Background: an optimization exercise with open tools, aiming at small area and a short achievable clock period. Do not read the settings as production practice. Only simulation tests tie the RTL to the original design; equivalence was not proved. Power figures rest on the tool's default switching activity, not on a simulated workload.

--- flow/config.mk ---
export PLATFORM = sky130hd
export DESIGN_NAME = pattern_driver_top
export DESIGN_NICKNAME = pattern_driver_top
export VERILOG_FILES = /design/flow/design.v
export SDC_FILE = /design/flow/constraint.sdc
export NUM_CORES = 4
export LEC_CHECK = 0
export CAP_MARGIN = 20
export CORE_MARGIN = 2
export CORE_UTILIZATION = 55
export CTS_BUF_LIST = sky130_fd_sc_hd__clkbuf_16
export CTS_CLUSTER_DIAMETER = 100
export CTS_CLUSTER_SIZE = 25
export PLACE_DENSITY = 0.7
export SETUP_SLACK_MARGIN = 2.8
export SLEW_MARGIN = 20
--- flow/constraint.sdc ---
create_clock -name core_clock -period 5.0 [get_ports {user_clock2_i}]
set_input_delay 1.0000 -clock core_clock [delete_from_list [all_inputs] [get_ports {user_clock2_i}]]
set_output_delay 1.0000 -clock core_clock [all_outputs]
set_load 0.01 [all_outputs]
--- flow/design.v ---
package pattern_driver_pkg;
  typedef enum logic [1:0] {
    CMD_NOP    = 2'd0,
    CMD_WRITE  = 2'd1,
    CMD_INVERT = 2'd2,
    CMD_ENABLE = 2'd3
  } cmd_e;
  typedef logic [6-1:0] mem_addr_t;
  typedef logic [$clog2(8)-1:0] driver_idx_t;
  typedef logic [1:0] entry_t;
endpackage
`timescale 1ns/1ps
module pin_sync (
  input  logic user_clock2_i,
  input  logic reset_i,
  input  logic sclk_i,
  input  logic mosi_i,
  input  logic ss_n_i,
  input  logic control_trigger_i,
  input  logic latch_data_i,
  output logic sclk_rise_o,
  output logic mosi_o,
  output logic ss_active_o,
  output logic ss_rise_o,
  output logic trigger_rise_o,
  output logic latch_rise_o
);
  localparam int SCLK_B = 0;
  localparam int MOSI_B = 1;
  localparam int SS_B   = 2;
  localparam int TRIG_B = 3;
  localparam int LATCH_B = 4;
  localparam logic [4:0] PIN_IDLE = 5'b00100;
  logic [4:0] pins_in;
  logic [4:0] stage_q [2+1];
  logic [4:0] cur;
  logic [4:0] prev;
  logic [4:0] rise;
  assign pins_in = {latch_data_i, control_trigger_i, ss_n_i, mosi_i, sclk_i};
  always_ff @(posedge user_clock2_i) begin
    if (reset_i) begin
      for (int i = 0; i <= 2; i++) stage_q[i] <= PIN_IDLE;
    end else begin
      stage_q[0] <= pins_in;
      for (int i = 1; i <= 2; i++) stage_q[i] <= stage_q[i-1];
    end
  end
  assign cur  = stage_q[2-1];
  assign prev = stage_q[2];
  assign rise = cur & ~prev;
  assign sclk_rise_o    = rise[SCLK_B];
  assign mosi_o         = cur[MOSI_B];
  assign ss_active_o    = ~cur[SS_B];
  assign ss_rise_o      = rise[SS_B];
  assign trigger_rise_o = rise[TRIG_B];
  assign latch_rise_o   = rise[LATCH_B];
endmodule
`timescale 1ns/1ps
module spi_frame_rx (
  input  logic                      user_clock2_i,
  input  logic                      reset_i,
  input  logic                      sclk_rise_i,
  input  logic                      mosi_i,
  input  logic                      ss_active_i,
  input  logic                      ss_rise_i,
  output logic                      frame_valid_o,
  output logic [24-1:0] frame_data_o
);
  localparam int CNT_W = $clog2(24 + 2);
  logic [10:0]      hdr_q;    
  logic [7:0]       data_q;   
  logic [CNT_W-1:0] bit_cnt_q;
  logic             frame_valid_q;
  logic             shift_en;
  assign shift_en = sclk_rise_i && ss_active_i;
  always_ff @(posedge user_clock2_i) begin
    if (shift_en) begin
      data_q <= {data_q[6:0], mosi_i};
    end
    if (shift_en && bit_cnt_q < CNT_W'(19)) begin
      hdr_q <= {hdr_q[9:0], data_q[7]};
    end
  end
  always_ff @(posedge user_clock2_i) begin
    if (reset_i) begin
      bit_cnt_q     <= '0;
      frame_valid_q <= 1'b0;
    end else begin
      frame_valid_q <= ss_rise_i && (bit_cnt_q == CNT_W'(24));
      if (ss_rise_i) begin
        bit_cnt_q <= '0;
      end else if (shift_en && bit_cnt_q != '1) begin
        bit_cnt_q <= bit_cnt_q + 1'b1;
      end
    end
  end
  assign frame_valid_o = frame_valid_q;
  assign frame_data_o  = {hdr_q, 5'b0, data_q};
endmodule
`timescale 1ns/1ps
module command_decoder (
  input  logic                              user_clock2_i,
  input  logic                              reset_i,
  input  logic                              frame_valid_i,
  input  logic [24-1:0]         frame_data_i,
  input  logic                              latch_rise_i,
  output logic [8-1:0]        mem_we_o,
  output logic [48-1:0]         row_o,
  output pattern_driver_pkg::entry_t        mem_wdata_o,
  output logic [8-1:0]        invert_mask_o,
  output logic                              enable_next_o
);
  localparam int NUM_DRV = 8;
  pattern_driver_pkg::cmd_e        cmd;
  pattern_driver_pkg::driver_idx_t idx;
  pattern_driver_pkg::mem_addr_t   addr;
  logic [NUM_DRV-1:0]              we_d;
  logic [NUM_DRV-1:0]              staged_mask_q;
  logic [NUM_DRV-1:0]              live_mask_q;
  logic                            enable_q;
  logic                            enable_d;
  assign cmd  = pattern_driver_pkg::cmd_e'(frame_data_i[23:22]);
  assign idx  = frame_data_i[21:19];
  assign addr = frame_data_i[18:13];
  logic [NUM_DRV-1:0] wcore_q;   
  logic [7:0]         wlo_q;     
  logic [5:0]         whi_q;     
  logic               fire;
  always_ff @(posedge user_clock2_i) begin
    for (int i = 0; i < NUM_DRV; i++)
      wcore_q[i] <= (cmd == pattern_driver_pkg::CMD_WRITE) && (idx == i);
    for (int i = 0; i < 8; i++) wlo_q[i] <= (addr[2:0] == i);
    for (int i = 0; i < 6; i++) whi_q[i] <= (addr[5:3] == i);
  end
  assign fire = frame_valid_i && !reset_i;
  always_comb begin
    for (int i = 0; i < NUM_DRV; i++) we_d[i] = fire && wcore_q[i];
    for (int k = 0; k < 48; k++) row_o[k] = whi_q[k/8] && wlo_q[k%8];
  end
  always_comb begin
    enable_d = enable_q;
    if (reset_i) enable_d = 1'b0;
    else if (frame_valid_i && cmd == pattern_driver_pkg::CMD_ENABLE) enable_d = frame_data_i[0];
  end
  always_ff @(posedge user_clock2_i) begin
    enable_q <= enable_d;
    if (reset_i) begin
      staged_mask_q <= '0;
      live_mask_q   <= '0;
    end else begin
      if (frame_valid_i && cmd == pattern_driver_pkg::CMD_INVERT) begin
        staged_mask_q <= frame_data_i[NUM_DRV-1:0];
      end
      if (latch_rise_i) begin
        live_mask_q <= staged_mask_q;
      end
    end
  end
  assign mem_we_o      = we_d;
  assign mem_wdata_o   = frame_data_i[1:0];
  assign invert_mask_o = live_mask_q;
  assign enable_next_o = enable_d;
endmodule
`timescale 1ns/1ps
module update_sequencer (
  input  logic                          user_clock2_i,
  input  logic                          reset_i,
  input  logic                          trigger_rise_i,
  output logic                          rd_en_o,
  output logic [48-1:0]     rd_sel_o,
  output logic                          update_cycle_complete_o
);
  localparam int LEN = 48;
  logic           busy_q;
  logic [LEN:0]   next_q;
  logic           complete_q;
  logic           busy_d;
  assign busy_d = !reset_i && (busy_q ? !next_q[LEN] : trigger_rise_i);
  always_ff @(posedge user_clock2_i) begin
    busy_q     <= busy_d;
    complete_q <= !reset_i && next_q[LEN];
    next_q     <= busy_d ? {next_q[LEN-1:0], 1'b0} : (LEN+1)'(1);
  end
  assign rd_en_o                 = busy_q;
  assign rd_sel_o                = next_q[LEN-1:0];
  assign update_cycle_complete_o = complete_q;
endmodule
`timescale 1ns/1ps
module driver_core #(
  parameter int MEM_LENGTH = 48
) (
  input  logic                          user_clock2_i,
  input  logic                          reset_i,
  input  logic                          we_i,
  input  logic [MEM_LENGTH-1:0]         row_i,
  input  pattern_driver_pkg::entry_t    wdata_i,
  input  logic                          rd_en_i,
  input  logic [MEM_LENGTH-1:0]         rd_sel_i,
  input  logic                          invert_i,
  input  logic                          enable_next_i,
  output pattern_driver_pkg::entry_t    driver_io_o
);
  pattern_driver_pkg::entry_t mem [MEM_LENGTH];
  pattern_driver_pkg::entry_t rd_data;
  pattern_driver_pkg::entry_t rd_q;
  pattern_driver_pkg::entry_t out_q;
  pattern_driver_pkg::entry_t out_d;
  pattern_driver_pkg::entry_t pin_q;
  for (genvar k = 0; k < MEM_LENGTH; k++) begin : gen_entry
    always_ff @(posedge user_clock2_i) begin
      if (we_i && row_i[k]) mem[k] <= wdata_i;
    end
  end
  always_comb begin
    rd_data = '0;
    for (int k = 0; k < MEM_LENGTH; k++) rd_data |= mem[k] & {2{rd_sel_i[k]}};
  end
  always_comb begin
    if (reset_i) out_d = '0;
    else if (rd_en_i) out_d = rd_q ^ {2{invert_i}};
    else out_d = out_q;
  end
  always_ff @(posedge user_clock2_i) begin
    rd_q  <= rd_data;
    out_q <= out_d;
    pin_q <= enable_next_i ? out_d : '0;
  end
  assign driver_io_o = pin_q;
endmodule
`timescale 1ns/1ps
module pattern_driver_top (
  input  logic                            user_clock2_i,
  input  logic                            reset_i,
  input  logic                            sclk_i,
  input  logic                            mosi_i,
  input  logic                            ss_n_i,
  input  logic                            control_trigger_i,
  input  logic                            latch_data_i,
  output logic [2*8-1:0]    driver_io_o,
  output logic                            update_cycle_complete_o
);
  localparam int MEM_LENGTH = 48;
  logic                          sclk_rise;
  logic                          mosi_s;
  logic                          ss_active;
  logic                          ss_rise;
  logic                          trigger_rise;
  logic                          latch_rise;
  logic                          frame_valid;
  logic [24-1:0]     frame_data;
  logic [8-1:0]    mem_we;
  logic [MEM_LENGTH-1:0]         wrow;
  pattern_driver_pkg::entry_t    mem_wdata;
  logic [8-1:0]    invert_mask;
  logic                          enable_next;
  logic                          rd_en;
  logic [MEM_LENGTH-1:0]         rd_sel;
  pin_sync pin_sync_i (
    .user_clock2_i     (user_clock2_i),
    .reset_i           (reset_i),
    .sclk_i            (sclk_i),
    .mosi_i            (mosi_i),
    .ss_n_i            (ss_n_i),
    .control_trigger_i (control_trigger_i),
    .latch_data_i      (latch_data_i),
    .sclk_rise_o       (sclk_rise),
    .mosi_o            (mosi_s),
    .ss_active_o       (ss_active),
    .ss_rise_o         (ss_rise),
    .trigger_rise_o    (trigger_rise),
    .latch_rise_o      (latch_rise)
  );
  spi_frame_rx spi_frame_rx_i (
    .user_clock2_i (user_clock2_i),
    .reset_i       (reset_i),
    .sclk_rise_i   (sclk_rise),
    .mosi_i        (mosi_s),
    .ss_active_i   (ss_active),
    .ss_rise_i     (ss_rise),
    .frame_valid_o (frame_valid),
    .frame_data_o  (frame_data)
  );
  command_decoder command_decoder_i (
    .user_clock2_i   (user_clock2_i),
    .reset_i         (reset_i),
    .frame_valid_i   (frame_valid),
    .frame_data_i    (frame_data),
    .latch_rise_i    (latch_rise),
    .mem_we_o        (mem_we),
    .row_o           (wrow),
    .mem_wdata_o     (mem_wdata),
    .invert_mask_o   (invert_mask),
    .enable_next_o   (enable_next)
  );
  update_sequencer update_sequencer_i (
    .user_clock2_i           (user_clock2_i),
    .reset_i                 (reset_i),
    .trigger_rise_i          (trigger_rise),
    .rd_en_o                 (rd_en),
    .rd_sel_o                (rd_sel),
    .update_cycle_complete_o (update_cycle_complete_o)
  );
  for (genvar n = 0; n < 8; n++) begin : gen_core
    driver_core #(
      .MEM_LENGTH (MEM_LENGTH)
    ) core_i (
      .user_clock2_i (user_clock2_i),
      .reset_i       (reset_i),
      .we_i          (mem_we[n]),
      .row_i         (wrow),
      .wdata_i       (mem_wdata),
      .rd_en_i       (rd_en),
      .rd_sel_i      (rd_sel),
      .invert_i      (invert_mask[n]),
      .enable_next_i (enable_next),
      .driver_io_o   (driver_io_o[2*n +: 2])
    );
  end
endmodule
--- flow/run.sh ---
#!/bin/bash
# synth_recipe.tcl (not shown) runs the flow's synth.tcl, then flattens the netlist and writes it again
# the make line also repeats each setting of config.mk as NAME=value (left out here)
make -C /OpenROAD-flow-scripts/flow DESIGN_CONFIG=/design/flow/config.mk WORK_HOME=/design/flow/orfs CLKGATE_MAP_FILE= SYNTH_SCRIPT=/design/flow/synth_recipe.tcl finish
==> results of run 1 <==
[routing by layer]
metal / global-route usage [%] / up-vias / part of all wire (%)
met3: 12.11 / 373 / 16
met1: 43.87 / 10760 / 33
li1: - / 8552 / -
met5: 0 / - / 0.021
met4: 21.03 / 4 / 7.0
met2: 51.28 / 1824 / 44
[power by group]
part	switching (uW)	total, uW	internal (uW)
combinational	69.8	105	34.9
sequential	22.8	8450	8430
clock	2370	4030	1650
[worst paths after layout]
kind | to | slack [ns]
max reg2reg | gen_core[3].core_i.rd_q[1]$_DFF_P_ | 2.77
min | spi_frame_rx_i.data_q[0]$_DFFE_PP_ | 0.42
max | gen_core[3].core_i.rd_q[1]$_DFF_P_ | 2.77
min reg2reg | spi_frame_rx_i.data_q[0]$_DFFE_PP_ | 0.42
[layout by cell type (no fill, tap or decap), types with 4 or more instances in the layout]
cell	instances
buf_6	4
dfxtp_1	134
or4_4	7
nor2b_1	12
a221oi_1	151
clkbuf_16	45
xnor2_1	17
edfxtp_1	787
and3b_1	4
a211oi_1	16
nor3b_1	6
clkdlybuf4s15_1	4
nand2_2	7
inv_1	38
mux2i_1	18
nor2_2	77
nand2_1	51
clkbuf_2	4
buf_12	5
nor2_1	332
nand3_1	33
nor2_4	25
buf_4	57
dfxtp_2	21
a221oi_2	9
a22o_1	160
nor3_1	6
clkdlybuf4s50_1	5
clkdlybuf4s15_2	7
a22oi_1	64
or4_1	9
nand4_1	33
and2_1	64
[critical path, delay by kind of cell (launching register included)]
kind	cells	cell delay, ns
AOI/OAI and AO/OA	2	0.66
buffers and inverters	1	0.26
DFF	1	0.46
and+or+nand+nor	2	0.69
[final cells by class]
type	count	area, um^2	area share [%]
multi-input cells	1127	7365	19.73
diodes	2	5.005	0.01341
inverters	5	18.77	0.05027
repair buffers	91	807.0	2.162
well taps	837	1047	2.805
flip-flops and latches	945	26830	71.88
clock buffers	45	1126	3.016
clock inverters	34	130.1	0.3486
[kinds of logic after synthesis]
logic type / synth area share, %
AOI/OAI and AO/OA: 10.08
xor gates and xnor gates: 0.4833
adders and majority gates: 0.1090
buffers and inverters: 2.173
DFF: 77.82
muxes: 0.5232
and+or+nand+nor: 8.815
[synth_stat cells (all sizes together) (6+ instances only)]
library cell | count | area [um^2]
edfxtp | 787 | 23630
nor2 | 434 | 1629
a221oi | 160 | 1439
a22o | 160 | 1401
dfxtp | 158 | 3163
buf | 99 | 496.7
a22oi | 64 | 480.5
and2 | 64 | 400.4
clkbuf | 62 | 232.7
nand2 | 60 | 225.2
nand3 | 33 | 165.2
nand4 | 33 | 206.5
mux2i | 18 | 180.2
xnor2 | 17 | 148.9
a211oi | 16 | 120.1
or4 | 16 | 120.1
nor2b | 13 | 81.33
nor3 | 6 | 30.03
nor3b | 6 | 45.04
[through the flow]
| step | setup TNS [ns] | instances | utilization, % | power (uW) |
|---|---|---|---|---|
| 2_1_floorplan | -674.54 | 2238 | - | 8690 |
| 3_3_place_gp | 0 | 3000 | 58.07 | 8730 |
| 3_5_place_dp | 0 | 3001 | 58.10 | 8733 |
| 4_1_cts | 0 | 3082 | 60.29 | 12570 |
| 5_1_grt | 0 | 3084 | 60.37 | 12840 |
| 6_report | 0 | 3086 | 60.38 | 12580 |
[timing repair]
item	in CTS	in global routing
resized for setup	68	23
pin swaps	0	2
buffers inserted	2	1
setup endpoints to repair	621	255
[registers in the layout, summed over array words and instances, names as in the netlist, 6 cells and up]
signal                           cells
command_decoder_i.live_mask_q        8
spi_frame_rx_i.data_q                8
spi_frame_rx_i.hdr_q                11
pin_sync_i.stage_q                  14
command_decoder_i.whi_q              6
command_decoder_i.wcore_q            8
gen_core.core_i.mem                768
command_decoder_i.wlo_q              8
gen_core.core_i.pin_q               16
command_decoder_i.staged_mask_q      8
gen_core.core_i.rd_q                16
gen_core.core_i.out_q               16
update_sequencer_i.next_q           49
==> flow_metrics.env, run 1 <==
export IMPL_status="complete, no violations"
export IMPL_initial_core_util_pct=55.70
export IMPL_synth_cell_area_mm2=0.03443
export IMPL_synth_avg_cell_area_um2=15.39
export IMPL_crit_fanout=12
export IMPL_layout_nets=2223
export IMPL_finalInstanceArea_mm2=0.03733
export IMPL_hold_depth=0
export IMPL_drive_above_1_share_pct=12.68
export IMPL_grt_overflow=0
export IMPL_cts_tree="built"
export IMPL_nFillCells=4600
export IMPL_fmax_ghz=0.4487
export IMPL_place_gp_congestion=0.9138
export IMPL_hold_violations=0
export IMPL_syn_num_nets=2248
export IMPL_synth_seq_cells=945
export IMPL_layout_setup_ws_ns=2.771
export IMPL_ys_types=37
export IMPL_setup_violations=0
export IMPL_cp_startpoint="update_sequencer_i.next_q[31]$_SDFF_PN0_"
export IMPL_syn_to_final_growth_pct=8.416
export IMPL_core_area_mm2=0.06183
export IMPL_worstMarginPinSlew_ns=1.317
export IMPL_drt_initial_drc_count=3874
export IMPL_p_leak_uw=0.01161
export IMPL_grt_pass1_wl_um=152400
export IMPL_via_count=21510
export IMPL_portBuffers=23
export IMPL_synth_edff_count=787
export IMPL_maxCapViolations=0
export IMPL_ys_warnings_count=7
export IMPL_synthCells=2238
export IMPL_cts_made_buffers=43
export IMPL_slew_violations=0
export IMPL_timing_rr_start="update_sequencer_i.next_q[31]$_SDFF_PN0_"
export IMPL_ys_seq_area_share_pct=77.82
export IMPL_dp_slack_ns=1.639
export IMPL_worstPathRequired_ns=5.48
export IMPL_vdd_ir_drop_max_mv=0.2051
export IMPL_clock_skew_ns=0.01975
export IMPL_grt_max_degree=231
export IMPL_die_x_um=254.2
export IMPL_hold_path_class="flip-flop to flip-flop"
export IMPL_placed_area_mm2=0.03592
export IMPL_cts_sinks=945
export IMPL_ant_nets=0
export IMPL_root_buffer="clkbuf_16"
export IMPL_period_share_pct=44.57
export IMPL_firstDrtPassIters=8
export IMPL_arrival_ns=2.71
export IMPL_wirelength_um=110600
export IMPL_avgRoutedWirePerCell_um=35.85
export IMPL_hp_start="pin_sync_i.stage_q[1][1]$_SDFF_PP0_"
export IMPL_rr_worst_depth=5
export IMPL_antenna_found_initial=4
export IMPL_h_tree_depth=2
export IMPL_cp_cell_sequence="buf_6 -> a22o_1 -> a221oi_1 -> nand4_1 -> or4_4"
export IMPL_timing_critical_path_slowest_stage_cell="or4_4"
export IMPL_finalCriticalPeriod_ns=2.229
export IMPL_dieArea_mm2=0.06463
export IMPL_cts_hold_buf=0
export IMPL_rows=91
export IMPL_path_class="flip-flop to flip-flop"
export IMPL_drc=0
export IMPL_clockBufferDepth=3
export IMPL_relSlewSlack_pct=12.01
export IMPL_finalHoldWorstSlack_ns=0.4205
export IMPL_grt_pass1_vias=20410
export IMPL_critPathLaunchType="flip-flop"
export IMPL_clk_pin_slew_worst_paths_ns=0.10
export IMPL_chipHeight_um=254.2
export IMPL_viasPerCell=6.970
export IMPL_async_flop_share_pct=0
export IMPL_rsz0062_at_grt="false"
export IMPL_p_per_area_mw_per_mm2=337.1
export IMPL_dpl_hpwl_um=65940
export IMPL_grt_use_total_pct=34.51
export IMPL_slowest_delay_ns=0.51
export IMPL_yosys_most_used_dff="edfxtp_1"
export IMPL_critPathCaptureType="flip-flop"
export IMPL_clock_latency_ns=0.63
export IMPL_io_pins=24
==> inputs of run 2 (changes only) <==
--- a/flow/design.v
+++ b/flow/design.v
@@ -203,4 +203,6 @@
   pattern_driver_pkg::entry_t mem [MEM_LENGTH];
-  pattern_driver_pkg::entry_t rd_data;
-  pattern_driver_pkg::entry_t rd_q;
+  pattern_driver_pkg::entry_t rd_lo;
+  pattern_driver_pkg::entry_t rd_hi;
+  pattern_driver_pkg::entry_t rd_lo_q;
+  pattern_driver_pkg::entry_t rd_hi_q;
   pattern_driver_pkg::entry_t out_q;
@@ -214,4 +216,6 @@
   always_comb begin
-    rd_data = '0;
-    for (int k = 0; k < MEM_LENGTH; k++) rd_data |= mem[k] & {2{rd_sel_i[k]}};
+    rd_lo = '0;
+    rd_hi = '0;
+    for (int k = 0; k < MEM_LENGTH/2; k++) rd_lo |= mem[k] & {2{rd_sel_i[k]}};
+    for (int k = MEM_LENGTH/2; k < MEM_LENGTH; k++) rd_hi |= mem[k] & {2{rd_sel_i[k]}};
   end
@@ -219,3 +223,3 @@
     if (reset_i) out_d = '0;
-    else if (rd_en_i) out_d = rd_q ^ {2{invert_i}};
+    else if (rd_en_i) out_d = (rd_lo_q | rd_hi_q) ^ {2{invert_i}};
     else out_d = out_q;
@@ -223,3 +227,4 @@
   always_ff @(posedge user_clock2_i) begin
-    rd_q  <= rd_data;
+    rd_lo_q <= rd_lo;
+    rd_hi_q <= rd_hi;
     out_q <= out_d;
--- a/flow/config.mk
+++ b/flow/config.mk
@@ -14,3 +14,3 @@
 export PLACE_DENSITY = 0.7
-export SETUP_SLACK_MARGIN = 2.8
+export SETUP_SLACK_MARGIN = 3.3
 export SLEW_MARGIN = 20
==> flow_metrics.env, run 2 <==
export IMPL_status="complete, no violations"
export IMPL_synthMostInstantiatedCell="edfxtp_1"
export IMPL_clock_skew_ns=0.02679
export IMPL_drive_above_1_share_pct=22.35
export IMPL_synth_top_area_cell="edfxtp_1"
export IMPL_critPathCaptureType="primary output"
export IMPL_yosysTopAreaCellShare_pct=67.77
export IMPL_cts_sinks=961
export IMPL_clockBufferDepth=3
export IMPL_antenna_found_initial=4
export IMPL_h_tree_depth=2
export IMPL_p_comb_share_pct=0.8
export IMPL_io_pins=24
export IMPL_slew_violations=0
export IMPL_viasPerCell=6.862
export IMPL_ant_nets=0
export IMPL_grt_pass1_wl_um=141100
export IMPL_clock_latency_ns=0.63
export IMPL_rsz0062_at_grt="true"
export IMPL_ys_seq_area_share_pct=77.76
export IMPL_async_flop_share_pct=0
export IMPL_critPathLaunchType="flip-flop"
export IMPL_setup_violations=0
export IMPL_arrival_ns=1.07
export IMPL_cts_hold_buf=0
export IMPL_use_met3_pct=6.684
export IMPL_ys_types=35
export IMPL_worstPathRequired_ns=4.00
export IMPL_layout_nets=2331
export IMPL_crit_fanout=1
export IMPL_vdd_ir_drop_max_mv=0.2341
export IMPL_p_seq_share_pct=67.4
export IMPL_cts_made_buffers=44
export IMPL_rows=92
export IMPL_fmax_ghz=0.4836
export IMPL_synth_area_leaders="edfxtp_1 68%, dfxtp_1 10%, a22oi_1 8.3%, nor2_1 4.6%, nand4_1 1.7%"
export IMPL_initial_core_util_pct=55.48
export IMPL_wirelength_um=103900
export IMPL_maxCapViolations=0
export IMPL_cp_cell_sequence="buf_6"
export IMPL_drc=0
export IMPL_chipHeight_um=255.8
export IMPL_synth_avg_cell_area_um2=14.88
export IMPL_drt_initial_drc_count=3827
export IMPL_grt_use_total_pct=29.96
export IMPL_grt_pass1_vias=20640
export IMPL_clkPwrFrac_pct=31.8
export IMPL_avgRoutedWirePerCell_um=32.48
export IMPL_hold_violations=0
export IMPL_p_sw_share_pct=19.56
export IMPL_setup_tns_ns=0
export IMPL_regMostFlops="gen_core.core_i.mem"
export IMPL_top_regs="gen_core.core_i.mem x768, update_sequencer_i.next_q x49"
export IMPL_ys_warnings_count=7
export IMPL_firstDrtPassIters=8
export IMPL_path_buf_inv=1
export IMPL_p_leak_uw=0.01182
export IMPL_synthTopCellsByCount="787 x edfxtp_1, 429 x nor2_1, 384 x a22oi_1, 174 x dfxtp_1, 97 x nand4_1"
export IMPL_timing_critical_path_slowest_stage_cell="dfxtp_2"
export IMPL_grt_max_degree=265
export IMPL_synth_cell_area_mm2=0.03487
export IMPL_synth_seq_cells=961
export IMPL_dpl_hpwl_um=53790
export IMPL_final_common_cell="edfxtp_1"
export IMPL_place_gp_congestion=0.8688
export IMPL_use_met1_pct=40.68
export IMPL_internal_power_uw=10250
export IMPL_fin_util_pct=62.98
export IMPL_portBuffers=23
export IMPL_path_class="flip-flop to primary output"
export IMPL_hold_path_class="flip-flop to flip-flop"
export IMPL_finalCriticalPeriod_ns=2.068
export IMPL_via_count=21960
export IMPL_syn_num_nets=2354
export IMPL_cts_tree="built"
export IMPL_synth_edff_count=787
export IMPL_largest_reg_flops=768
export IMPL_synthCells=2344
export IMPL_grt_overflow=0
export IMPL_top_usage_layer="met2"
export IMPL_syn_to_final_growth_pct=13.52
export IMPL_dieArea_mm2=0.06543
export IMPL_nFillCells=4457
export IMPL_critical_path_top_delay_family="flip-flops"
export IMPL_root_buffer="clkbuf_16"
export IMPL_relSlewSlack_pct=39.22
export IMPL_yosys_most_used_dff="edfxtp_1"
export IMPL_mostFrequentLayoutCells="787 x edfxtp_1, 384 x a22oi_1, 168 x nor2_1, 139 x nor2_4, 122 x nor2_2"
export IMPL_slowest_delay_ns=0.34
export IMPL_p_sw_uw=2492
export IMPL_die_x_um=255.8
export IMPL_period_share_pct=41.36
export IMPL_p_per_area_mw_per_mm2=321.8
export IMPL_use_met2_pct=47.41
export IMPL_clk_pin_slew_worst_paths_ns=0.10
export IMPL_worstMarginPinSlew_ns=0.9116
export IMPL_core_area_mm2=0.06285
==> run 2: cell count changes after synthesis, sizes merged, moves of 20 or more <==
| cell | before | now |
|---|---|---|
| a22oi | 64 | 384 |
| a221oi | 160 | 0 |
| a22o | 160 | 0 |
| nand4 | 33 | 97 |
| or3 | 0 | 32 |
| nand2b | 3 | 23 |
==> run 2: repair_timing <==
| item | 4_1_cts | 5_1_grt |
|---|---|---|
| buffers inserted | 15 | 14 |
| gates cloned | 15 | 14 |
| resized for setup | 365 | 174 |
| endpoints found under the setup margin | 1263 | 1011 |
| pin swaps | 8 | 13 |
==> run 2: path summary, 6_finish.rpt <==
| check | cells past startpoint | slack, ns | to | from |
|---|---|---|---|---|
| max | 1 | 2.93 | driver_io_o[13] | gen_core[6].core_i.pin_q[1]$_SDFF_PN0_ |
| min reg2reg | 0 | 0.42 | spi_frame_rx_i.data_q[0]$_DFFE_PP_ | pin_sync_i.stage_q[1][1]$_SDFF_PP0_ |
| max reg2reg | 2 | 3.16 | gen_core[5].core_i.mem[25][1]$_DFFE_PP_ | command_decoder_i.whi_q[3]$_DFF_P_ |
| min | 0 | 0.42 | spi_frame_rx_i.data_q[0]$_DFFE_PP_ | pin_sync_i.stage_q[1][1]$_SDFF_PP0_ |
==> run 2: kinds of logic after synthesis <==
| kind of cell | after synthesis | share of synthesized area [%] |
|---|---|---|
| AOI/OAI and AO/OA | 435 | 9.268 |
| xor gates and xnor gates | 1 | 0.02512 |
| adders and majority gates | 3 | 0.1077 |
| buffers and inverters | 167 | 2.135 |
| DFF | 961 | 77.76 |
| muxes | 21 | 0.6028 |
| and+or+nand+nor | 756 | 10.10 |
==> run 2: area by class of cell <==
type	instances	area [um^2]	area share, %
diodes	1	2.502	0.006322
clock buffers	45	1126	2.845
clock inverters	33	136.4	0.3445
inverters	4	15.01	0.03793
multi-input cells	1243	9244	23.35
flip-flops and latches	961	27190	68.69
well taps	846	1059	2.674
repair buffers	67	810.8	2.048
==> run 2: routing by layer <==
layer,routed length (um),share of wire [%]
met4,4700,4.5
met2,49330,47
met1,36410,35
met5,13,0.013
met3,13480,13
==> run 2: power groups by stage <==
stage          clock (uW)  sequential [uW]  combinational (uW)
5_1_grt              4330             8580                 110
3_3_place_gp            0             8760                88.4
6_report             4050             8580                 104
2_1_floorplan           0             8760                58.3
3_5_place_dp            0             8760                90.2
4_1_cts              4060             8580                98.0
==> run 2: stage by stage <==
stage               power, uW  area [um^2]  setup WS, ns  cells  hold slack (ns)
floorplan                8816        35580        -1.544   2344           0.3855
global placement         8849        36070         2.018   3063           0.3993
detailed placement       8852        36070         1.941   3063           0.3911
CTS                     12730        38550         2.906   3171           0.4266
global route            13020        39580         2.902   3199           0.4372
finish                  12740        39580         2.932   3200           0.4212
==> run 2: worst reg2reg max path: stages, from the launching register on <==
cell     delay [ns]
dfxtp_1        0.70
nand2_2        0.50
nor2_1         0.34
==> inputs of run 3 (changes only) <==
--- a/flow/config.mk
+++ b/flow/config.mk
@@ -14,3 +14,3 @@
 export PLACE_DENSITY = 0.7
-export SETUP_SLACK_MARGIN = 3.3
+export SETUP_SLACK_MARGIN = 2.8
 export SLEW_MARGIN = 20
==> flow_metrics.env, run 3 <==
export IMPL_finalCriticalPeriod_ns=2.171
export IMPL_status="complete, no violations"
export IMPL_dpl_hpwl_um=54510
export IMPL_h_tree_depth=2
export IMPL_largest_reg_flops=768
export IMPL_crit_fanout=1
export IMPL_synth_cell_area_mm2=0.03487
export IMPL_layout_nets=2285
export IMPL_clockBufferDepth=3
export IMPL_viasPerCell=6.638
export IMPL_grt_pass1_wl_um=136000
export IMPL_layout_setup_ws_ns=2.829
export IMPL_antennaDiodeCount=0
export IMPL_ys_seq_area_share_pct=77.76
export IMPL_die_x_um=255.8
export IMPL_timing_critical_path_slowest_stage_cell="dfxtp_1"
export IMPL_cts_sinks=961
export IMPL_ys_warnings_count=7
export IMPL_clock_latency_ns=0.63
export IMPL_critPathLaunchType="flip-flop"
export IMPL_portBuffers=23
export IMPL_finalHoldWorstSlack_ns=0.4158
export IMPL_fmax_ghz=0.4606
export IMPL_initial_core_util_pct=55.48
export IMPL_async_flop_share_pct=0
export IMPL_synth_top_area_cell="edfxtp_1"
export IMPL_regMostFlops="gen_core.core_i.mem"
export IMPL_slowest_delay_ns=0.32
export IMPL_worstMarginPinSlew_ns=1.231
export IMPL_io_pins=24
export IMPL_cts_made_buffers=44
export IMPL_chipHeight_um=255.8
export IMPL_cts_hold_buf=0
export IMPL_avgRoutedWirePerCell_um=30.22
export IMPL_synthCells=2344
export IMPL_grt_use_total_pct=28.72
export IMPL_critical_path_top_delay_family="flip-flops"
export IMPL_via_count=20960
export IMPL_grt_overflow=0
export IMPL_placed_area_mm2=0.03599
export IMPL_multi_input_area_mm2=0.007437
export IMPL_firstDrtPassIters=5
export IMPL_ys_types=35
export IMPL_synthMostInstantiatedCell="edfxtp_1"
export IMPL_syn_num_nets=2354
export IMPL_grt_max_degree=189
export IMPL_area_sequential_mm2=0.02712
export IMPL_hold_violations=0
export IMPL_setup_violations=0
export IMPL_worstPathRequired_ns=4.00
export IMPL_maxCapViolations=0
export IMPL_path_class="flip-flop to primary output"
export IMPL_p_leak_uw=0.01142
export IMPL_hold_path_class="flip-flop to flip-flop"
export IMPL_synth_seq_cells=961
export IMPL_drive_above_1_share_pct=9.520
export IMPL_path_buf_inv=1
export IMPL_cp_cell_sequence="clkdlybuf4s15_1"
export IMPL_wirelength_um=95400
export IMPL_r2r_end="update_sequencer_i.next_q[3]$_SDFF_PN0_"
export IMPL_top_regs="gen_core.core_i.mem x768, update_sequencer_i.next_q x49"
export IMPL_period_share_pct=43.42
export IMPL_critPathCaptureType="primary output"
export IMPL_cp_startpoint="gen_core[5].core_i.pin_q[0]$_SDFF_PN0_"
export IMPL_cp_num_cells=1
export IMPL_synth_avg_cell_area_um2=14.88
export IMPL_drt_initial_drc_count=3444
export IMPL_synthTopCellsByCount="787 x edfxtp_1, 429 x nor2_1, 384 x a22oi_1, 174 x dfxtp_1, 97 x nand4_1"
export IMPL_cts_tree="built"
export IMPL_final_common_cell="edfxtp_1"
export IMPL_setup_tns_ns=0
export IMPL_core_area_mm2=0.06285
export IMPL_grt_pass1_vias=20260
export IMPL_place_gp_congestion=0.8419
export IMPL_dp_slack_ns=1.320
export IMPL_endpoint="driver_io_o[10]"
export IMPL_slew_violations=0
export IMPL_antenna_found_initial=1
export IMPL_clock_skew_ns=0.03262
export IMPL_arrival_ns=1.17
export IMPL_rows=92
export IMPL_clk_pin_slew_worst_paths_ns=0.10
export IMPL_syn_to_final_growth_pct=7.201
export IMPL_p_per_area_mw_per_mm2=341.3
export IMPL_timing_rr_start="update_sequencer_i.busy_q$_DFF_P_"
export IMPL_rsz0062_at_grt="false"
export IMPL_relSlewSlack_pct=17.79
export IMPL_yosys_most_used_dff="edfxtp_1"
export IMPL_synth_edff_count=787
export IMPL_root_buffer="clkbuf_16"
export IMPL_drc=0
export IMPL_finalInstanceArea_mm2=0.03738
export IMPL_synth_area_leaders="edfxtp_1 68%, dfxtp_1 10%, a22oi_1 8.3%, nor2_1 4.6%, nand4_1 1.7%"
export IMPL_dieArea_mm2=0.06543
export IMPL_rr_worst_depth=4
export IMPL_mostFrequentLayoutCells="787 x edfxtp_1, 384 x a22oi_1, 320 x nor2_1, 167 x dfxtp_1, 97 x nand4_1"
export IMPL_nFillCells=4698
export IMPL_yosysTopAreaCellShare_pct=67.77
export IMPL_ff2ff_setup_slack_ns=2.92
export IMPL_vdd_ir_drop_max_mv=0.2373
export IMPL_ant_nets=0
==> run 3: changes by cell type in the layout (fill, tap and decap cells not counted), sizes merged <==
cell / change
diode: -1
clkdlybuf4s15: +9
inv: +4
clkbuf: +5
bufbuf: -1
nand2: -26
buf: -33
==> run 3: how the worst min path moves through the flow <==
stage	startpoint	endpoint	slack [ns]	cells past startpoint
after detailed placement	pin_sync_i.stage_q[1][1]$_SDFF_PP0_	spi_frame_rx_i.data_q[0]$_DFFE_PP_	0.40	0
after floorplan	pin_sync_i.stage_q[1][1]$_SDFF_PP0_	spi_frame_rx_i.data_q[0]$_DFFE_PP_	0.39	0
after global placement	pin_sync_i.stage_q[1][1]$_SDFF_PP0_	spi_frame_rx_i.data_q[0]$_DFFE_PP_	0.40	0
after CTS	pin_sync_i.stage_q[1][1]$_SDFF_PP0_	spi_frame_rx_i.data_q[0]$_DFFE_PP_	0.42	0
final	pin_sync_i.stage_q[0][2]$_SDFF_PP1_	pin_sync_i.stage_q[1][2]$_SDFF_PP1_	0.42	1
after global routing	pin_sync_i.stage_q[1][1]$_SDFF_PP0_	spi_frame_rx_i.data_q[0]$_DFFE_PP_	0.43	0
==> run 3: where the power goes <==
part	leakage [uW]	total (uW)	internal, uW	switching, uW
logic	0.00203	98.6	30.9	67.7
clock network	0.000752	4080	1670	2420
registers	0.00864	8580	8560	21.8
==> run 3: routing by layer <==
layer | track usage, % | wire, um
met5 | 0 | 0
met2 | 44.84 | 44150
met4 | 9.405 | 3381
met1 | 39.42 | 35970
met3 | 7.932 | 11900
==> run 3: timing repair <==
action	CTS	global route
pin swaps	0	0
endpoints found under the setup margin	901	132
gates resized for setup	50	9
gates cloned	1	0
buffers inserted	0	3
==> run 3: area by class of cell <==
type | instances | share of cell area [%]
well taps | 846 | 2.832
multi-input cells | 1217 | 19.89
inverters | 4 | 0.04016
repair buffers | 47 | 1.228
flip-flops and latches | 961 | 72.56
clock buffers | 45 | 3.012
clock inverters | 37 | 0.4318
==> run 3: through the flow <==
step                      std cells  power [uW]  utilization, %
after floorplan                2344        8815               -
after global placement         3068        8848           57.26
after detailed placement       3068        8852           57.26
after CTS                      3151       12750           59.39
after global routing           3157       13050           59.48
final                          3157       12760           59.48
==> run 3: cell families after synthesis <==
logic type      synth area share (%)
flops                          77.76
simple gates                   10.10
compound gates                 9.268
buf+inv                        2.135
mux                           0.6028
fa+ha+maj                     0.1077
xor+xnor                     0.02512
==> inputs of run 4 (changes only) <==
--- a/flow/config.mk
+++ b/flow/config.mk
@@ -12,5 +12,5 @@
 export CTS_CLUSTER_DIAMETER = 100
-export CTS_CLUSTER_SIZE = 25
+export CTS_CLUSTER_SIZE = 30
 export PLACE_DENSITY = 0.7
-export SETUP_SLACK_MARGIN = 2.8
+export SETUP_SLACK_MARGIN = 3.1
 export SLEW_MARGIN = 20
==> flow_metrics.env, run 4 <==
export IMPL_status="complete, no violations"
export IMPL_setup_violations=0
export IMPL_p_comb_share_pct=0.8
export IMPL_synthCells=2344
export IMPL_firstDrtPassIters=6
export IMPL_h_tree_depth=2
export IMPL_core_area_mm2=0.06285
export IMPL_path_buf_inv=1
export IMPL_clkPwrFrac_pct=30.9
export IMPL_dpl_hpwl_um=53790
export IMPL_synthMostInstantiatedCell="edfxtp_1"
export IMPL_clockBufferDepth=3
export IMPL_grt_max_degree=265
export IMPL_fmax_ghz=0.4823
export IMPL_ys_types=35
export IMPL_avgRoutedWirePerCell_um=29.95
export IMPL_multi_input_area_mm2=0.007661
export IMPL_final_common_cell="edfxtp_1"
export IMPL_rr_worst_depth=1
export IMPL_finalHoldWorstSlack_ns=0.4230
export IMPL_internal_power_uw=10110
export IMPL_root_buffer="clkbuf_16"
export IMPL_antenna_found_initial=1
export IMPL_period_share_pct=41.47
export IMPL_io_pins=24
export IMPL_path_class="flip-flop to primary output"
export IMPL_yosys_most_used_dff="edfxtp_1"
export IMPL_p_total_uw=12560
export IMPL_timing_critical_path_slowest_stage_cell="dfxtp_2"
export IMPL_cts_sinks=961
export IMPL_drc=0
export IMPL_synth_area_leaders="edfxtp_1 68%, dfxtp_1 10%, a22oi_1 8.3%, nor2_1 4.6%, nand4_1 1.7%"
export IMPL_via_count=20840
export IMPL_drt_initial_drc_count=3558
export IMPL_synth_seq_cells=961
export IMPL_worstPathRequired_ns=4.00
export IMPL_vdd_ir_drop_max_mv=0.2258
export IMPL_rows=92
export IMPL_nFillCells=4750
export IMPL_yosysTopAreaCellShare_pct=67.77
export IMPL_synth_avg_cell_area_um2=14.88
export IMPL_viasPerCell=6.631
export IMPL_critPathLaunchType="flip-flop"
export IMPL_hold_path_class="flip-flop to flip-flop"
export IMPL_rsz0062_at_grt="true"
export IMPL_relSlewSlack_pct=11.35
export IMPL_dp_slack_ns=1.941
export IMPL_timing_rr_start="spi_frame_rx_i.data_q[1]$_DFFE_PP_"
export IMPL_synth_cell_area_mm2=0.03487
export IMPL_cts_made_buffers=38
export IMPL_critical_path_top_delay_family="flip-flops"
export IMPL_grt_use_total_pct=28.35
export IMPL_r2r_end="gen_core[6].core_i.mem[0][1]$_DFFE_PP_"
export IMPL_layout_nets=2277
export IMPL_syn_to_final_growth_pct=7.406
export IMPL_grt_overflow=0
export IMPL_cp_cell_sequence="buf_6"
export IMPL_crit_fanout=1
export IMPL_hold_violations=0
export IMPL_regMostFlops="gen_core.core_i.mem"
export IMPL_p_sw_uw=2449
export IMPL_syn_num_nets=2354
export IMPL_grt_pass1_vias=20030
export IMPL_slowest_delay_ns=0.34
export IMPL_mostFrequentLayoutCells="787 x edfxtp_1, 384 x a22oi_1, 367 x nor2_1, 155 x dfxtp_1, 97 x nand4_1"
export IMPL_grt_pass1_wl_um=134800
export IMPL_clk_pin_slew_worst_paths_ns=0.11
export IMPL_cts_hold_buf=0
export IMPL_hold_depth=0
export IMPL_async_flop_share_pct=0
export IMPL_top_regs="gen_core.core_i.mem x768, update_sequencer_i.next_q x49"
export IMPL_ys_warnings_count=7
export IMPL_ant_nets=0
export IMPL_ys_seq_area_share_pct=77.76
export IMPL_largest_reg_flops=768
export IMPL_synth_top_area_cell="edfxtp_1"
export IMPL_worstMarginPinSlew_ns=1.330
export IMPL_clock_skew_ns=0.02275
export IMPL_ff2ff_setup_slack_ns=3.07
export IMPL_p_sw_share_pct=19.49
export IMPL_maxCapViolations=0
export IMPL_dieArea_mm2=0.06543
export IMPL_cts_tree="built"
export IMPL_synthTopCellsByCount="787 x edfxtp_1, 429 x nor2_1, 384 x a22oi_1, 174 x dfxtp_1, 97 x nand4_1"
export IMPL_drive_above_1_share_pct=8.362
export IMPL_portBuffers=23
export IMPL_slew_violations=0
export IMPL_p_per_area_mw_per_mm2=335.4
export IMPL_finalCriticalPeriod_ns=2.073
export IMPL_initial_core_util_pct=55.48
export IMPL_area_sequential_mm2=0.02714
export IMPL_clock_latency_ns=0.62
export IMPL_layout_setup_ws_ns=2.927
export IMPL_min_to="spi_frame_rx_i.data_q[0]$_DFFE_PP_"
export IMPL_wirelength_um=94140
export IMPL_place_gp_congestion=0.8688
export IMPL_chipHeight_um=255.8
export IMPL_synth_edff_count=787
export IMPL_p_seq_share_pct=68.3
export IMPL_p_leak_uw=0.01128
export IMPL_die_x_um=255.8
export IMPL_arrival_ns=1.07
export IMPL_critPathCaptureType="primary output"
export IMPL_hp_start="pin_sync_i.stage_q[1][1]$_SDFF_PP0_"
[run 4: cells by family (layout without fill, tap and decap cells)]
kind of cell / count (synthesis) / after routing / share of synthesized area (%)
DFF: 961 / 961 / 77.76
buffers and inverters: 167 / 118 / 2.135
adders and majority gates: 3 / 3 / 0.1077
xor gates and xnor gates: 1 / 1 / 0.02512
muxes: 21 / 21 / 0.6028
other: 0 / 1 / 0
and+or+nand+nor: 756 / 756 / 10.10
AOI/OAI and AO/OA: 435 / 436 / 9.268
[run 4: power groups by stage]
stage | Clock [uW] | Sequential, uW | Combinational (uW)
3_3_place_gp | 0 | 8760 | 88.4
3_5_place_dp | 0 | 8760 | 90.2
5_1_grt | 4150 | 8580 | 103
4_1_cts | 3890 | 8580 | 94.0
2_1_floorplan | 0 | 8760 | 58.3
6_report | 3890 | 8580 | 95.5
[run 4: per-stage QoR]
stage               instance area, um^2  util (%)  TNS (ns)  instances
global placement                  36070     57.39         0       3063
detailed placement                36070     57.39         0       3063
floorplan                         35580         -   -686.80       2344
global route                      37450     59.59         0       3142
CTS                               37330     59.40         0       3138
finish                            37450     59.59         0       3143
[run 4: per-layer routing]
| layer | track usage (%) | vias up | wire length, um |
|---|---|---|---|
| met2 | 44.57 | 1350 | 44050 |
| met4 | 9.600 | 2 | 3525 |
| met3 | 6.269 | 188 | 11060 |
| met1 | 39.60 | 10510 | 35490 |
| met5 | 0 | - | 14 |
| li1 | - | 8795 | - |
[run 4: how the worst max path moves through the flow]
stage / start / endpoint / slack, ns / cells after the start
6_report: gen_core[6].core_i.pin_q[1]$_SDFF_PN0_ / driver_io_o[13] / 2.93 / 1
5_1_grt: gen_core[6].core_i.pin_q[1]$_SDFF_PN0_ / driver_io_o[13] / 2.89 / 1
4_1_cts: gen_core[6].core_i.pin_q[1]$_SDFF_PN0_ / driver_io_o[13] / 2.73 / 1
3_5_place_dp: reset_i / gen_core[7].core_i.mem[28][0]$_DFFE_PP_ / 1.94 / 4
3_3_place_gp: reset_i / gen_core[7].core_i.mem[0][0]$_DFFE_PP_ / 2.02 / 4
2_1_floorplan: spi_frame_rx_i.data_q[0]$_DFFE_PP_ / gen_core[2].core_i.pin_q[1]$_SDFF_PN0_ / -1.54 / 3
[run 4: timing repair]
action,4_1_cts,5_1_grt
setup endpoints to repair,910,244
setup buffers,5,3
gates cloned,1,0
resized for setup,83,31
pin swaps,0,2
[run 4: layout make-up]
type | instances | area share (%)
Sequential cell | 961 | 72.47
Antenna cell | 1 | 0.006681
Clock buffer | 41 | 2.739
Timing Repair Buffer | 45 | 1.106
Tap cell | 846 | 2.826
Multi-Input combinational cell | 1217 | 20.46
Inverter | 4 | 0.04009
Clock inverter | 28 | 0.3575
==> inputs of run 5 (changes only) <==
--- a/flow/config.mk
+++ b/flow/config.mk
@@ -12,3 +12,3 @@
 export CTS_CLUSTER_DIAMETER = 100
-export CTS_CLUSTER_SIZE = 30
+export CTS_CLUSTER_SIZE = 25
 export PLACE_DENSITY = 0.7
@@ -16 +16,2 @@
 export SLEW_MARGIN = 20
+export TNS_END_PERCENT = 0
==> flow_metrics.env, run 5 <==
export IMPL_via_count=20860
export IMPL_ys_warnings_count=7
export IMPL_worstPathRequired_ns=5.26
export IMPL_synthSimpleGateAreaFrac_pct=10.10
export IMPL_critical_path_top_delay_family="flip-flops"
export IMPL_syn_num_nets=2354
export IMPL_avgRoutedWirePerCell_um=29.69
export IMPL_die_x_um=255.8
export IMPL_drt_initial_drc_count=3732
export IMPL_layout_nets=2284
export IMPL_synth_edff_count=787
export IMPL_synth_area_leaders="edfxtp_1 68%, dfxtp_1 10%, a22oi_1 8.3%, nor2_1 4.6%, nand4_1 1.7%"
export IMPL_chipHeight_um=255.8
export IMPL_path_buf_inv=1
export IMPL_hold_path_class="flip-flop to flip-flop"
export IMPL_rsz0062_at_grt="true"
export IMPL_relSlewSlack_pct=15.47
export IMPL_hold_depth=0
export IMPL_timing_critical_path_slowest_stage_cell="edfxtp_1"
export IMPL_synth_cell_area_mm2=0.03487
export IMPL_status="complete, no violations"
export IMPL_fmax_ghz=0.4832
export IMPL_mostFrequentLayoutCells="787 x edfxtp_1, 429 x nor2_1, 384 x a22oi_1, 168 x dfxtp_1, 97 x nand4_1"
export IMPL_p_per_area_mw_per_mm2=344.6
export IMPL_wirelength_um=93690
export IMPL_synth_compound_area_share_pct=9.268
export IMPL_arrival_ns=2.33
export IMPL_vdd_ir_drop_max_mv=0.2871
export IMPL_grt_pass1_vias=20120
export IMPL_firstDrtPassIters=6
export IMPL_largest_reg_flops=768
export IMPL_grt_use_total_pct=28.07
export IMPL_yosys_most_used_dff="edfxtp_1"
export IMPL_timing_rr_start="spi_frame_rx_i.data_q[1]$_DFFE_PP_"
export IMPL_clk_pin_slew_worst_paths_ns=0.10
export IMPL_clock_latency_ns=0.62
export IMPL_hold_violations=0
export IMPL_cts_made_buffers=44
export IMPL_synth_avg_cell_area_um2=14.88
export IMPL_dieArea_mm2=0.06543
export IMPL_grt_pass1_wl_um=133300
export IMPL_synthCells=2344
export IMPL_syn_to_final_growth_pct=6.096
export IMPL_cts_hold_buf=0
export IMPL_critPathCaptureType="flip-flop"
export IMPL_path_class="flip-flop to flip-flop"
export IMPL_grt_max_degree=260
export IMPL_cts_tree="built"
export IMPL_synth_top_family_by_area="simple AND/OR/NAND/NOR gates"
export IMPL_ys_seq_area_share_pct=77.76
export IMPL_core_area_mm2=0.06285
export IMPL_clock_skew_ns=0.02301
export IMPL_rr_worst_depth=1
export IMPL_h_tree_depth=2
export IMPL_setup_violations=0
export IMPL_dpl_hpwl_um=53960
export IMPL_slowest_delay_ns=0.77
export IMPL_portBuffers=23
export IMPL_rows=92
export IMPL_finalInstanceArea_mm2=0.03700
export IMPL_viasPerCell=6.611
export IMPL_slew_violations=0
export IMPL_min_to="spi_frame_rx_i.data_q[0]$_DFFE_PP_"
export IMPL_hp_start="pin_sync_i.stage_q[1][1]$_SDFF_PP0_"
export IMPL_ant_nets=0
export IMPL_maxCapViolations=0
export IMPL_synthTopCellsByCount="787 x edfxtp_1, 429 x nor2_1, 384 x a22oi_1, 174 x dfxtp_1, 97 x nand4_1"
export IMPL_root_buffer="clkbuf_16"
export IMPL_r2r_end="gen_core[0].core_i.mem[20][1]$_DFFE_PP_"
export IMPL_synth_top_area_cell="edfxtp_1"
export IMPL_worstMarginPinSlew_ns=1.266
export IMPL_p_leak_uw=0.01141
export IMPL_yosysTopAreaCellShare_pct=67.77
export IMPL_finalCriticalPeriod_ns=2.069
export IMPL_drc=0
export IMPL_period_share_pct=41.39
export IMPL_ff2ff_setup_slack_ns=2.93
export IMPL_synth_seq_cells=961
export IMPL_async_flop_share_pct=0
export IMPL_critPathLaunchType="flip-flop"
export IMPL_antenna_found_initial=4
export IMPL_clockBufferDepth=3
export IMPL_synth_xor_area_share_pct=0.02512
export IMPL_final_common_cell="edfxtp_1"
export IMPL_fin_util_pct=58.86
export IMPL_io_pins=24
export IMPL_finalHoldWorstSlack_ns=0.4154
export IMPL_regMostFlops="gen_core.core_i.mem"
export IMPL_ys_types=35
export IMPL_cts_sinks=961
export IMPL_synthAdderAreaFrac_pct=0.1076
export IMPL_top_regs="gen_core.core_i.mem x768, update_sequencer_i.next_q x49"
export IMPL_cp_cell_sequence="buf_16"
export IMPL_synthMuxAreaShare_pct=0.6028
export IMPL_place_gp_congestion=0.8502
export IMPL_crit_fanout=259
export IMPL_drive_above_1_share_pct=4.894
export IMPL_grt_overflow=0
export IMPL_synthMostInstantiatedCell="edfxtp_1"
export IMPL_placed_area_mm2=0.03565
export IMPL_initial_core_util_pct=55.48
run 5: cell counts after synthesis:
Identical to the previous run, type by type.
run 5: how the worst max path moves through the flow:
stage,from,end,cells past startpoint
2_1_floorplan,spi_frame_rx_i.data_q[0]$_DFFE_PP_,gen_core[0].core_i.pin_q[1]$_SDFF_PN0_,3
3_3_place_gp,reset_i,gen_core[7].core_i.mem[16][0]$_DFFE_PP_,4
3_5_place_dp,reset_i,gen_core[7].core_i.mem[13][0]$_DFFE_PP_,4
4_1_cts,gen_core[2].core_i.pin_q[1]$_SDFF_PN0_,driver_io_o[5],1
5_1_grt,gen_core[1].core_i.pin_q[1]$_SDFF_PN0_,driver_io_o[3],1
6_report,spi_frame_rx_i.data_q[1]$_DFFE_PP_,gen_core[0].core_i.mem[20][1]$_DFFE_PP_,1
run 5: cells by family after synthesis:
logic type / Yosys count
flops: 961
mux: 21
buf+inv: 167
fa+ha+maj: 3
compound gates: 435
simple gates: 756
xor+xnor: 1
run 5: timing repair:
item,4_1_cts,5_1_grt
endpoints found under the setup margin,1439,1086
gates cloned,0,0
setup buffers,0,1
endpoints found under the hold margin,0,0
resized for setup,76,11
run 5: layout make-up:
| class | instances | area, um^2 |
|---|---|---|
| Clock buffer | 46 | 1151 |
| Sequential cell | 961 | 27120 |
| Multi-Input combinational cell | 1216 | 7057 |
| Inverter | 4 | 15.01 |
| Fill cell | 4768 | 25850 |
| Timing Repair Buffer | 47 | 431.7 |
| Clock inverter | 35 | 157.7 |
| Tap cell | 846 | 1059 |
| Antenna cell | 1 | 2.502 |
run 5: per-stage QoR:
stage	setup WS [ns]	setup TNS, ns	std cells	total power (uW)
floorplan	-1.568	-687.58	2344	8815
global placement	1.622	0	3071	8850
detailed placement	1.498	0	3072	8853
CTS	2.898	0	3153	12750
global route	2.908	0	3155	13030
finish	2.931	0	3156	12750
run 5: power by group:
| part | switching, uW | total, uW | internal, uW | leakage (uW) |
|---|---|---|---|---|
| combinational | 64.7 | 95.5 | 30.8 | 0.00202 |
| sequential | 22.0 | 8580 | 8560 | 0.00864 |
| clock | 2380 | 4080 | 1690 | 0.000755 |
| total | 2470 | 12700 | 10300 | 0.0114 |
run 5: layer usage:
| metal | GRT usage [%] | share of wire, % | up-vias | routed length (um) |
|---|---|---|---|---|
| met3 | 6.269 | 13 | 182 | 12280 |
| met1 | 39.59 | 37 | 10510 | 34960 |
| met2 | 43.63 | 46 | 1382 | 43080 |
| li1 | - | - | 8792 | - |
| met5 | 0 | 0 | - | 0 |
| met4 | 9.568 | 3.6 | 0 | 3364 |
==> inputs of run 6 (changes only) <==
--- a/flow/config.mk
+++ b/flow/config.mk
@@ -16,2 +16,2 @@
 export SLEW_MARGIN = 20
-export TNS_END_PERCENT = 0
+export TNS_END_PERCENT = 15
==> flow_metrics.env, run 6 <==
export IMPL_wirelength_um=94850
export IMPL_worstPathRequired_ns=4.00
export IMPL_hp_start="pin_sync_i.stage_q[1][1]$_SDFF_PP0_"
export IMPL_clockBufferDepth=3
export IMPL_via_count=21220
export IMPL_top_regs="gen_core.core_i.mem x768, update_sequencer_i.next_q x49"
export IMPL_placed_area_mm2=0.03561
export IMPL_p_sw_share_pct=19.45
export IMPL_path_buf_inv=1
export IMPL_synthTopCellsByCount="787 x edfxtp_1, 429 x nor2_1, 384 x a22oi_1, 174 x dfxtp_1, 97 x nand4_1"
export IMPL_grt_pass1_wl_um=134400
export IMPL_largest_reg_flops=768
export IMPL_arrival_ns=1.09
export IMPL_ff2ff_setup_slack_ns=2.99
export IMPL_synth_area_leaders="edfxtp_1 68%, dfxtp_1 10%, a22oi_1 8.3%, nor2_1 4.6%, nand4_1 1.7%"
export IMPL_yosysTopAreaCellShare_pct=67.77
export IMPL_syn_num_nets=2354
export IMPL_firstDrtPassIters=6
export IMPL_p_comb_share_pct=0.8
export IMPL_synthCells=2344
export IMPL_rr_worst_depth=3
export IMPL_avgRoutedWirePerCell_um=30.09
export IMPL_setup_violations=0
export IMPL_drive_above_1_share_pct=5.122
export IMPL_fmax_ghz=0.4793
export IMPL_antenna_found_initial=2
export IMPL_clkPwrFrac_pct=32.0
export IMPL_finalCriticalPeriod_ns=2.086
export IMPL_hold_path_class="flip-flop to flip-flop"
export IMPL_crit_fanout=1
export IMPL_vdd_ir_drop_max_mv=0.2599
export IMPL_r2r_end="gen_core[4].core_i.rd_hi_q[1]$_DFF_P_"
export IMPL_synth_avg_cell_area_um2=14.88
export IMPL_p_sw_uw=2481
export IMPL_p_leak_uw=0.01135
export IMPL_timing_rr_start="update_sequencer_i.next_q[39]$_SDFF_PN0_"
export IMPL_synth_seq_cells=961
export IMPL_h_tree_depth=2
export IMPL_synth_edff_count=787
export IMPL_synth_top_area_cell="edfxtp_1"
export IMPL_ant_nets=0
export IMPL_io_pins=24
export IMPL_maxCapViolations=0
export IMPL_dpl_hpwl_um=53660
export IMPL_finalInstanceArea_mm2=0.03708
export IMPL_cts_made_buffers=44
export IMPL_internal_power_uw=10280
export IMPL_dieArea_mm2=0.06543
export IMPL_cp_cell_sequence="buf_6"
export IMPL_regMostFlops="gen_core.core_i.mem"
export IMPL_status="complete, no violations"
export IMPL_finalHoldWorstSlack_ns=0.4316
export IMPL_synth_cell_area_mm2=0.03487
export IMPL_relSlewSlack_pct=16.31
export IMPL_cts_tree="built"
export IMPL_die_x_um=255.8
export IMPL_p_total_uw=12760
export IMPL_yosys_most_used_dff="edfxtp_1"
export IMPL_timing_critical_path_slowest_stage_cell="dfxtp_2"
export IMPL_grt_overflow=0
export IMPL_synthMostInstantiatedCell="edfxtp_1"
export IMPL_slowest_delay_ns=0.34
export IMPL_clk_pin_slew_worst_paths_ns=0.10
export IMPL_grt_use_total_pct=28.19
export IMPL_ys_types=35
export IMPL_rsz0062_at_grt="true"
export IMPL_layout_nets=2285
export IMPL_cts_sinks=961
export IMPL_critPathLaunchType="flip-flop"
export IMPL_portBuffers=23
export IMPL_period_share_pct=41.73
export IMPL_initial_core_util_pct=55.48
export IMPL_worstMarginPinSlew_ns=1.254
export IMPL_min_to="spi_frame_rx_i.data_q[0]$_DFFE_PP_"
export IMPL_async_flop_share_pct=0
export IMPL_root_buffer="clkbuf_16"
export IMPL_critPathCaptureType="primary output"
export IMPL_chipHeight_um=255.8
export IMPL_clock_latency_ns=0.64
export IMPL_grt_max_degree=272
export IMPL_rows=92
export IMPL_drc=0
export IMPL_hold_violations=0
export IMPL_clock_skew_ns=0.04149
export IMPL_syn_to_final_growth_pct=6.333
export IMPL_ys_seq_area_share_pct=77.76
export IMPL_drt_initial_drc_count=3697
export IMPL_final_common_cell="edfxtp_1"
export IMPL_fin_util_pct=59.00
export IMPL_critical_path_top_delay_family="flip-flops"
export IMPL_path_class="flip-flop to primary output"
export IMPL_viasPerCell=6.734
export IMPL_place_gp_congestion=0.8492
export IMPL_slew_violations=0
export IMPL_core_area_mm2=0.06285
export IMPL_mostFrequentLayoutCells="787 x edfxtp_1, 428 x nor2_1, 384 x a22oi_1, 163 x dfxtp_1, 97 x nand4_1"
export IMPL_p_seq_share_pct=67.2
export IMPL_p_per_area_mw_per_mm2=344.1
export IMPL_hold_depth=0
export IMPL_grt_pass1_vias=20080
export IMPL_ys_warnings_count=7
## run 6: what timing repair did
| item | in CTS | in global routing |
|---|---|---|
| resized for setup | 92 | 4 |
| hold buffers | 0 | 0 |
| setup endpoints to repair | 777 | 1050 |
| cloned | 0 | 2 |
| setup buffers | 0 | 5 |
| hold endpoints to repair | 0 | 0 |
## run 6: how the worst max path moves through the flow
stage | start | endpoint | slack (ns) | depth (start not counted)
6_report | gen_core[2].core_i.pin_q[0]$_SDFF_PN0_ | driver_io_o[4] | 2.91 | 1
3_3_place_gp | reset_i | gen_core[7].core_i.mem[31][0]$_DFFE_PP_ | 2.12 | 5
3_5_place_dp | reset_i | gen_core[1].core_i.mem[16][0]$_DFFE_PP_ | 2.06 | 5
2_1_floorplan | spi_frame_rx_i.data_q[0]$_DFFE_PP_ | gen_core[2].core_i.pin_q[1]$_SDFF_PN0_ | -1.54 | 3
5_1_grt | gen_core[2].core_i.pin_q[0]$_SDFF_PN0_ | driver_io_o[4] | 2.87 | 1
4_1_cts | gen_core[2].core_i.pin_q[0]$_SDFF_PN0_ | driver_io_o[4] | 2.88 | 1
## run 6: power by group through the flow
stage          Clock, uW  Combinational, uW  Sequential (uW)
6_report            4080               97.7             8580
5_1_grt             4360                105             8580
4_1_cts             4090               91.4             8580
3_5_place_dp           0               91.5             8760
3_3_place_gp           0               88.4             8760
2_1_floorplan          0               56.7             8760
## run 6: cells by family after synthesis
| family | Yosys count | share of synthesized area, % |
|---|---|---|
| multiplexers | 21 | 0.6028 |
| adder cells (fa/ha/maj) | 3 | 0.1077 |
| AND/OR/NAND/NOR | 756 | 10.10 |
| XOR/XNOR | 1 | 0.02512 |
| buffers and inverters | 167 | 2.135 |
| AO/OA/AOI/OAI | 435 | 9.268 |
| flip-flops | 961 | 77.76 |
## run 6: area by class of cell
type	instances	area (um^2)
diodes	2	5.005
repair buffers	47	479.2
flip-flops and latches	961	27130
well taps	846	1059
clock inverters	29	133.9
multi-input cells	1217	7107
clock buffers	46	1151
inverters	4	15.01
fillers	4723	25770
## run 6: layer usage
metal / track usage [%] / vias to the layer above / wire length, um
met4: 10.56 / 2 / 3979
met3: 6.605 / 240 / 12570
met5: 0 / - / 13
li1: - / 8796 / -
met1: 39.37 / 10650 / 34980
met2: 43.57 / 1539 / 43310
## run 6: metrics by stage
stage               setup WS (ns)  TNS [ns]  cells
floorplan                  -1.544   -686.80   2344
global placement            2.119         0   3067
detailed placement          2.065         0   3067
CTS                         2.882         0   3142
global route                2.871         0   3150
finish                      2.914         0   3152
==> inputs of run 7 (changes only) <==
--- a/flow/config.mk
+++ b/flow/config.mk
@@ -16,2 +16 @@
 export SLEW_MARGIN = 20
-export TNS_END_PERCENT = 15
==> flow_metrics.env, run 7 <==
export IMPL_synth_avg_cell_area_um2=14.88
export IMPL_p_total_uw=12720
export IMPL_finalHoldWorstSlack_ns=0.4201
export IMPL_min_to="spi_frame_rx_i.data_q[0]$_DFFE_PP_"
export IMPL_rr_worst_depth=2
export IMPL_io_pins=24
export IMPL_timing_critical_path_slowest_stage_cell="dfxtp_2"
export IMPL_clk_pin_slew_worst_paths_ns=0.10
export IMPL_grt_overflow=0
export IMPL_clock_skew_ns=0.02674
export IMPL_maxCapViolations=0
export IMPL_place_gp_congestion=0.8688
export IMPL_ys_seq_area_share_pct=77.76
export IMPL_drive_above_1_share_pct=8.286
export IMPL_p_leak_uw=0.01135
export IMPL_area_sequential_mm2=0.02714
export IMPL_synthCells=2344
export IMPL_cts_sinks=961
export IMPL_critical_path_top_delay_family="flip-flops"
export IMPL_synthMostInstantiatedCell="edfxtp_1"
export IMPL_syn_num_nets=2354
export IMPL_placed_area_mm2=0.03607
export IMPL_syn_to_final_growth_pct=7.693
export IMPL_path_class="flip-flop to primary output"
export IMPL_status="complete, no violations"
export IMPL_worstPathRequired_ns=4.00
export IMPL_cp_startpoint="gen_core[6].core_i.pin_q[1]$_SDFF_PN0_"
export IMPL_ys_types=35
export IMPL_yosysTopAreaCellShare_pct=67.77
export IMPL_slowest_delay_ns=0.34
export IMPL_hold_path_class="flip-flop to flip-flop"
export IMPL_firstDrtPassIters=6
export IMPL_ys_warnings_count=7
export IMPL_final_common_cell="edfxtp_1"
export IMPL_yosys_most_used_dff="edfxtp_1"
export IMPL_grt_pass1_wl_um=135200
export IMPL_rows=92
export IMPL_hold_violations=0
export IMPL_dpl_hpwl_um=53790
export IMPL_grt_use_total_pct=28.47
export IMPL_portBuffers=23
export IMPL_finalInstanceArea_mm2=0.03755
export IMPL_antenna_found_initial=2
export IMPL_cts_tree="built"
export IMPL_ff2ff_setup_slack_ns=3.02
export IMPL_drc=0
export IMPL_synth_top_area_cell="edfxtp_1"
export IMPL_synth_area_leaders="edfxtp_1 68%, dfxtp_1 10%, a22oi_1 8.3%, nor2_1 4.6%, nand4_1 1.7%"
export IMPL_chipHeight_um=255.8
export IMPL_fmax_ghz=0.4833
export IMPL_multi_input_area_mm2=0.007656
export IMPL_dieArea_mm2=0.06543
export IMPL_initial_core_util_pct=55.48
export IMPL_fin_util_pct=59.75
export IMPL_setup_violations=0
export IMPL_mostFrequentLayoutCells="787 x edfxtp_1, 384 x a22oi_1, 368 x nor2_1, 157 x dfxtp_1, 97 x nand4_1"
export IMPL_drt_initial_drc_count=3511
export IMPL_clock_latency_ns=0.63
export IMPL_hp_start="pin_sync_i.stage_q[1][1]$_SDFF_PP0_"
export IMPL_avgRoutedWirePerCell_um=29.97
export IMPL_critPathLaunchType="flip-flop"
export IMPL_setup_tns_ns=0
export IMPL_period_share_pct=41.39
export IMPL_synth_edff_count=787
export IMPL_relSlewSlack_pct=17.53
export IMPL_worstMarginPinSlew_ns=1.235
export IMPL_die_x_um=255.8
export IMPL_cp_cell_sequence="buf_6"
export IMPL_path_buf_inv=1
export IMPL_hold_depth=0
export IMPL_layout_nets=2283
run 7: cell count changes in the layout (fill, tap and decap cells not counted), sizes merged:
cell    change
diode       -1
inv         +5
clkinv      -1
buf         -1
clkbuf      -2
run 7: how the worst max path moves through the flow:
stage	endpoint	slack (ns)	cells after the start
after global routing	driver_io_o[12]	2.90	1
after detailed placement	gen_core[7].core_i.mem[28][0]$_DFFE_PP_	1.94	4
after CTS	driver_io_o[13]	2.74	1
final	driver_io_o[13]	2.93	1
after floorplan	gen_core[2].core_i.pin_q[1]$_SDFF_PN0_	-1.54	3
after global placement	gen_core[7].core_i.mem[0][0]$_DFFE_PP_	2.02	4
run 7: cells by family after synthesis:
kind of cell,Yosys count,synth area share [%]
fa+ha+maj,3,0.1077
buf+inv,167,2.135
flops,961,77.76
simple gates,756,10.10
xor+xnor,1,0.02512
mux,21,0.6028
compound gates,435,9.268
run 7: repair_timing:
action,CTS,global route
setup endpoints to repair,910,216
resized for setup,81,28
pin swaps,0,2
setup buffers,6,3
cloned,1,0
run 7: power by group:
group	internal [uW]	total (uW)	switching [uW]
clock	1660	4050	2390
combinational	31.6	96.7	65.1
sequential	8550	8580	24.5
run 7: final cells by class:
class                           count  area share [%]
Antenna cell                        1        0.006664
Sequential cell                   961           72.27
Clock inverter                     33          0.3632
Clock buffer                       45           2.999
Timing Repair Buffer               45           1.116
Tap cell                          846           2.819
Multi-Input combinational cell   1217           20.39
Inverter                            4         0.03998
run 7: per-stage QoR:
step                      std cells  worst slack [ns]
after floorplan                2344            -1.544
after global placement         3063             2.018
after detailed placement       3063             1.941
after CTS                      3148             2.738
after global routing           3151             2.903
final                          3152             2.931
run 7: routing by layer:
metal / wire length, um / vias to the layer above / track usage [%] / part of all wire, %
met5: 11 / - / 0 / 0.012
met4: 3521 / 2 / 9.730 / 3.7
met3: 11020 / 195 / 6.011 / 12
met2: 44010 / 1304 / 44.60 / 47
met1: 35910 / 10580 / 40.06 / 38
li1: - / 8799 / - / -

## port drivers added, routing unchanged
The flow's constraints put no driver on any port. The routed layouts listed below were extracted and timed again, unchanged, in two steps.
Step 1 sets driving cells, clkbuf_16 on the clock port and buf_2 on the other inputs (assumed; they add their load-dependent delay and slew).
Step 2 also shifts input and output timing later by t, the mid clock arrival at the registers, as if the neighbouring blocks saw the same clock.
a / b / c = ideal ports / drivers / drivers and shift; a / b = the first two.
run | t, ns | setup WS [ns] | clock arrival spread, ns | worst data-port slew with drivers (ns) | cell pins on the clock port's net
run 1 | 0.675 | 2.771 / 2.771 / 2.327 | 0.024 / 0.025 | 0.04 | 1
run 2 | 0.678 | 2.932 / 2.866 / 2.530 | 0.034 / 0.034 | 0.05 | 1
run 3 | 0.683 | 2.829 / 2.762 / 2.407 | 0.035 / 0.035 | 0.04 | 1
run 4 | 0.680 | 2.927 / 2.860 / 2.462 | 0.025 / 0.024 | 0.03 | 1
run 5 | 0.678 | 2.931 / 2.875 / 2.361 | 0.025 / 0.025 | 0.04 | 1
run 6 | 0.686 | 2.914 / 2.846 / 2.481 | 0.046 / 0.045 | 0.05 | 1
run 7 | 0.674 | 2.931 / 2.868 / 2.475 | 0.036 / 0.037 | 0.03 | 1
After both steps setup and hold are still met in every run listed. For run 5, which loses most, drivers alone change the setup slack by -0.056 ns; drivers and shift together by -0.570 ns.
